This design comes from an exercise in tuning for small area on the open sky130 flow, not from production work.
Only simulation tests tie the RTL to the original design; equivalence was not proved.

// izh_neuron_array
module izh_neuron_array #(
    parameter int NUM_CH   = 6,
    parameter int W        = 12,
    parameter int CH_BITS  = 3
) (
    input  logic                clk,
    input  logic                reset,
    input  logic                enable,
    input  logic                input_enable,
    input  logic [NUM_CH*8-1:0] stimulus_in,
    input  logic                load_mode,
    input  logic                serial_data,
    input  logic [CH_BITS-1:0]  mon_sel,
    output logic [7:0]          membrane_out,
    output logic [NUM_CH-1:0]   spike_out,
    output logic                params_ready,
    output logic                frame_done,
    output logic                addr_err,
    output logic [2:0]          debug_state
);
clock: 18.0 ns
lec_check: 0
abc_area: 1
cap_margin: 20
core_margin: 2
core_utilization: 65
cts_buf_list: sky130_fd_sc_hd__clkbuf_8
cts_cluster_diameter: 60
cts_cluster_size: 16
slew_margin: 20
synth_hierarchical: 1
standard.sh (not shown) runs the stock make flow with config.mk's settings and CLKGATE_MAP_FILE= SYNTH_SCRIPT=/design/flow/synth_recipe.tcl, a recipe that flattens the netlist after the stock synthesis.
==> flow/flow/run.sh <==
#!/bin/bash
# Own flow: the standard layout (standard.sh), with one change: Yosys's ABC
# technology mapping for the combinational logic uses an area-oriented script
# (&nf with area recovery) instead of ORFS's delay-oriented "map -B 0.9".
# Registers, their names and cell types are untouched (dfflibmap runs before ABC).
set -euo pipefail
W=$(pwd)
rm -rf "$W/orfs_scripts"
cp -r "$FLOW_HOME/scripts" "$W/orfs_scripts"
printf '&get -n\n&st\n&dch\n&nf -R 1000\n&put\ntopo\n' > "$W/orfs_scripts/abc_area.script"
export SCRIPTS_DIR="$W/orfs_scripts"
bash "$W/standard.sh" > "$W/standard_flow.log" 2>&1
Edit:
==> flow/flow/run.sh (replaced) <==
#!/bin/bash
# Own flow: the standard layout (standard.sh), with two changes:
#  - Yosys's ABC technology mapping of the combinational logic uses an area-oriented
#    script (&nf with area recovery) instead of ORFS's delay-oriented "map -B 0.9".
#    Registers, their names and cell types are untouched (dfflibmap runs before ABC).
#  - clock tree synthesis does not add dummy load cells.
set -euo pipefail
W=$(pwd)
rm -rf "$W/orfs_scripts"
cp -r "$FLOW_HOME/scripts" "$W/orfs_scripts"
printf '&get -n\n&st\n&dch\n&nf -R 1000\n&put\ntopo\n' > "$W/orfs_scripts/abc_area.script"
export SCRIPTS_DIR="$W/orfs_scripts"
export CTS_ARGS="-sink_clustering_enable -repair_clock_nets -buf_list sky130_fd_sc_hd__clkbuf_8 -sink_clustering_size 16 -sink_clustering_max_diameter 60 -dont_use_dummy_load"
bash "$W/standard.sh" > "$W/standard_flow.log" 2>&1
Effect: The changed run finished clean; clock-buffer cell count is unchanged; critical path depth fell by 1; global-route usage is about the same.
Edit:
==> flow/run.sh (new file) <==
#!/bin/bash
# synth_recipe.tcl (not shown) runs the flow's synth.tcl, then flattens the netlist and writes it again
# the make line also repeats each setting of config.mk as NAME=value (left out here)
make -C /OpenROAD-flow-scripts/flow DESIGN_CONFIG=/design/flow/config.mk WORK_HOME=/design/flow/orfs CLKGATE_MAP_FILE= SYNTH_SCRIPT=/design/flow/synth_recipe.tcl finish
removed: flow/flow/run.sh
removed: flow/standard.sh
Worst hold slack is better by 0.059 ns.
Global-route usage rises by 0.40 points.
Via count grows by 10%.
Count of clock-buffer cells in the layout rose by 1.
Design area grows by 3.7%.
Worst setup slack improves by 0.18 ns.
Flip-flop and latch count is unchanged.
Edit:
CTS_BUF_LIST = sky130_fd_sc_hd__clkbuf_4   (was sky130_fd_sc_hd__clkbuf_8)
CTS_CLUSTER_DIAMETER = 40   (was 60)
CTS_CLUSTER_SIZE = 10   (was 16)
Die area is unchanged.
Global-route usage goes up by 0.48 points.
Count of clock-buffer cells in the layout went up by 43.

* * *

== job 101 ==
izh_neuron_array, a different RTL version from the one above (not shown whole).
For scale: about 1900 cells after synthesis, about 77 I/O pins, ~0.028 mm2 of cells after synthesis.
Settings: LEC_CHECK=0, ABC_AREA=1, CAP_MARGIN=20, CORE_MARGIN=2, CORE_UTILIZATION=65, CTS_BUF_LIST=sky130_fd_sc_hd__clkbuf_8, CTS_CLUSTER_DIAMETER=60, CTS_CLUSTER_SIZE=16, SLEW_MARGIN=20, SYNTH_HIERARCHICAL=1; clock period 18.0 ns.
==> flow/flow/run.sh <==
#!/bin/bash
# Own flow: the standard layout (standard.sh), with these changes:
#  - Yosys's ABC technology mapping of the combinational logic uses an area-oriented
#    script (&nf with area recovery) instead of ORFS's delay-oriented "map -B 0.9".
#    Registers, their names and cell types are untouched (dfflibmap runs before ABC).
#  - clock tree synthesis does not add dummy load cells.
set -euo pipefail
W=$(pwd)
rm -rf "$W/orfs_scripts"
cp -r "$FLOW_HOME/scripts" "$W/orfs_scripts"
printf '&get -n\n&st\n&dch\n&nf -R 1000\n&put\ntopo\n' > "$W/orfs_scripts/abc_area.script"
export SCRIPTS_DIR="$W/orfs_scripts"
export CTS_ARGS="-sink_clustering_enable -repair_clock_nets -buf_list sky130_fd_sc_hd__clkbuf_8 -sink_clustering_size 20 -sink_clustering_max_diameter 60 -dont_use_dummy_load"
bash "$W/standard.sh" > "$W/standard_flow.log" 2>&1
Job 101 went all the way through synthesis, placement and routing and the layout is clean on timing, DRC and antenna.
> inputs changed (job 101 -> job 102)
# job 101
export LEC_CHECK = 0
export ABC_AREA = 1
export CAP_MARGIN = 20
export CORE_MARGIN = 2
export CORE_UTILIZATION = 65
export CTS_BUF_LIST = sky130_fd_sc_hd__clkbuf_8
export CTS_CLUSTER_DIAMETER = 60
export CTS_CLUSTER_SIZE = 16
export SLEW_MARGIN = 20
export SYNTH_HIERARCHICAL = 1
create_clock -name core_clock -period 18.0 [get_ports {clk}]
# job 102
export LEC_CHECK = 0
export ABC_AREA = 1
export CAP_MARGIN = 20
export CORE_MARGIN = 2
export CORE_UTILIZATION = 72
export CTS_BUF_LIST = sky130_fd_sc_hd__clkbuf_8
export CTS_CLUSTER_DIAMETER = 60
export CTS_CLUSTER_SIZE = 16
export SLEW_MARGIN = 20
export SYNTH_HIERARCHICAL = 1
create_clock -name core_clock -period 18.0 [get_ports {clk}]
Findings:
Between job 102 and job 101, the difference in sequential share of layout area is negligible.
From job 101 to job 102 the numbers moved as follows: final antenna diode count saw a decrease, first-pass GRT wire length increased about 1.3%, clock period minus worst slack has increased.
Die area | job 102 < job 101
Delta (job 102 minus job 101): via count normalized by instance count picked up an extra 5.5%.
The following lists how job 103 was set up differently from job 102:
# job 102
export LEC_CHECK = 0
export ABC_AREA = 1
export CAP_MARGIN = 20
export CORE_MARGIN = 2
export CORE_UTILIZATION = 72
export CTS_BUF_LIST = sky130_fd_sc_hd__clkbuf_8
export CTS_CLUSTER_DIAMETER = 60
export CTS_CLUSTER_SIZE = 16
export SLEW_MARGIN = 20
export SYNTH_HIERARCHICAL = 1
create_clock -name core_clock -period 18.0 [get_ports {clk}]
# job 103
export LEC_CHECK = 0
export ABC_AREA = 1
export CAP_MARGIN = 20
export CORE_MARGIN = 2
export CORE_UTILIZATION = 65
export CTS_BUF_LIST = sky130_fd_sc_hd__clkbuf_8
export CTS_CLUSTER_DIAMETER = 60
export CTS_CLUSTER_SIZE = 16
export SLEW_MARGIN = 20
export SYNTH_HIERARCHICAL = 1
create_clock -name core_clock -period 18.0 [get_ports {clk}]
diff --git a/flow/flow/run.sh b/flow/flow/run.sh
--- a/flow/flow/run.sh
+++ b/flow/flow/run.sh
@@ -11,4 +11,4 @@
 printf '&get -n\n&st\n&dch\n&nf -R 1000\n&put\ntopo\n' > "$W/orfs_scripts/abc_area.script"
 export SCRIPTS_DIR="$W/orfs_scripts"
-export CTS_ARGS="-sink_clustering_enable -repair_clock_nets -buf_list sky130_fd_sc_hd__clkbuf_8 -sink_clustering_size 20 -sink_clustering_max_diameter 60 -dont_use_dummy_load"
+export CTS_ARGS="-sink_clustering_enable -repair_clock_nets -buf_list sky130_fd_sc_hd__clkbuf_8 -sink_clustering_size 16 -sink_clustering_max_diameter 60 -dont_use_dummy_load"
 bash "$W/standard.sh" > "$W/standard_flow.log" 2>&1
### Flow results
Non-clock buffer count (higher): job 102
Job 102 and job 103 ended up with nearly the same multi-input combinational gate total.
Relative to job 102, core utilization has gone down in job 103.
Per the comparison of job 103 with job 102, clock skew saw an increase, post-route cell area saw an increase, multi-input logic portion of the cell area saw a decrease, critical path depth saw a decrease, number of placed instances, taps included saw an increase.

## port drivers added, routing unchanged
Ports are ideal in the flow. The routed layouts listed here were re-timed in OpenROAD.
Step 1 (the two cells are an assumption about what drives the block):
set clk [get_ports {clk}]
set_driving_cell -lib_cell sky130_fd_sc_hd__clkbuf_16 $clk
set_driving_cell -lib_cell sky130_fd_sc_hd__buf_2 [delete_from_list [all_inputs] $clk]
Step 2 also shifts input and output timing later by t, the mid clock arrival at the registers, as if the neighbouring blocks saw the same clock.
a / b / c = no drivers / after step 1 / after step 2; a / b = the first two.
| run | t, ns | slack for setup (ns) | clock arrival spread, ns | worst register clock-pin slew, ns | cell pins on the clock port's net |
|---|---|---|---|---|---|
| the first run of note 1 | 0.637 | 0.520 / 0.520 / 0.520 | 0.051 / 0.051 | 0.11 / 0.11 | 1 |
| the second run of note 1 | 0.598 | 0.532 / 0.532 / 0.532 | 0.080 / 0.081 | 0.11 / 0.11 | 1 |
| the third run of note 1 | 0.698 | 0.717 / 0.717 / 0.717 | 0.033 / 0.034 | 0.10 / 0.10 | 1 |
| the fourth run of note 1 | 0.903 | 0.740 / 0.740 / 0.740 | 0.065 / 0.065 | 0.12 / 0.12 | 1 |
| job 101 | 0.623 | 0.593 / 0.593 / 0.593 | 0.109 / 0.109 | 0.12 / 0.12 | 1 |
| job 102 | 0.633 | 0.475 / 0.475 / 0.475 | 0.059 / 0.059 | 0.12 / 0.12 | 1 |
| job 103 | 0.637 | 0.562 / 0.562 / 0.562 | 0.112 / 0.112 | 0.10 / 0.10 | 1 |
After both steps setup and hold are still met in every run listed.
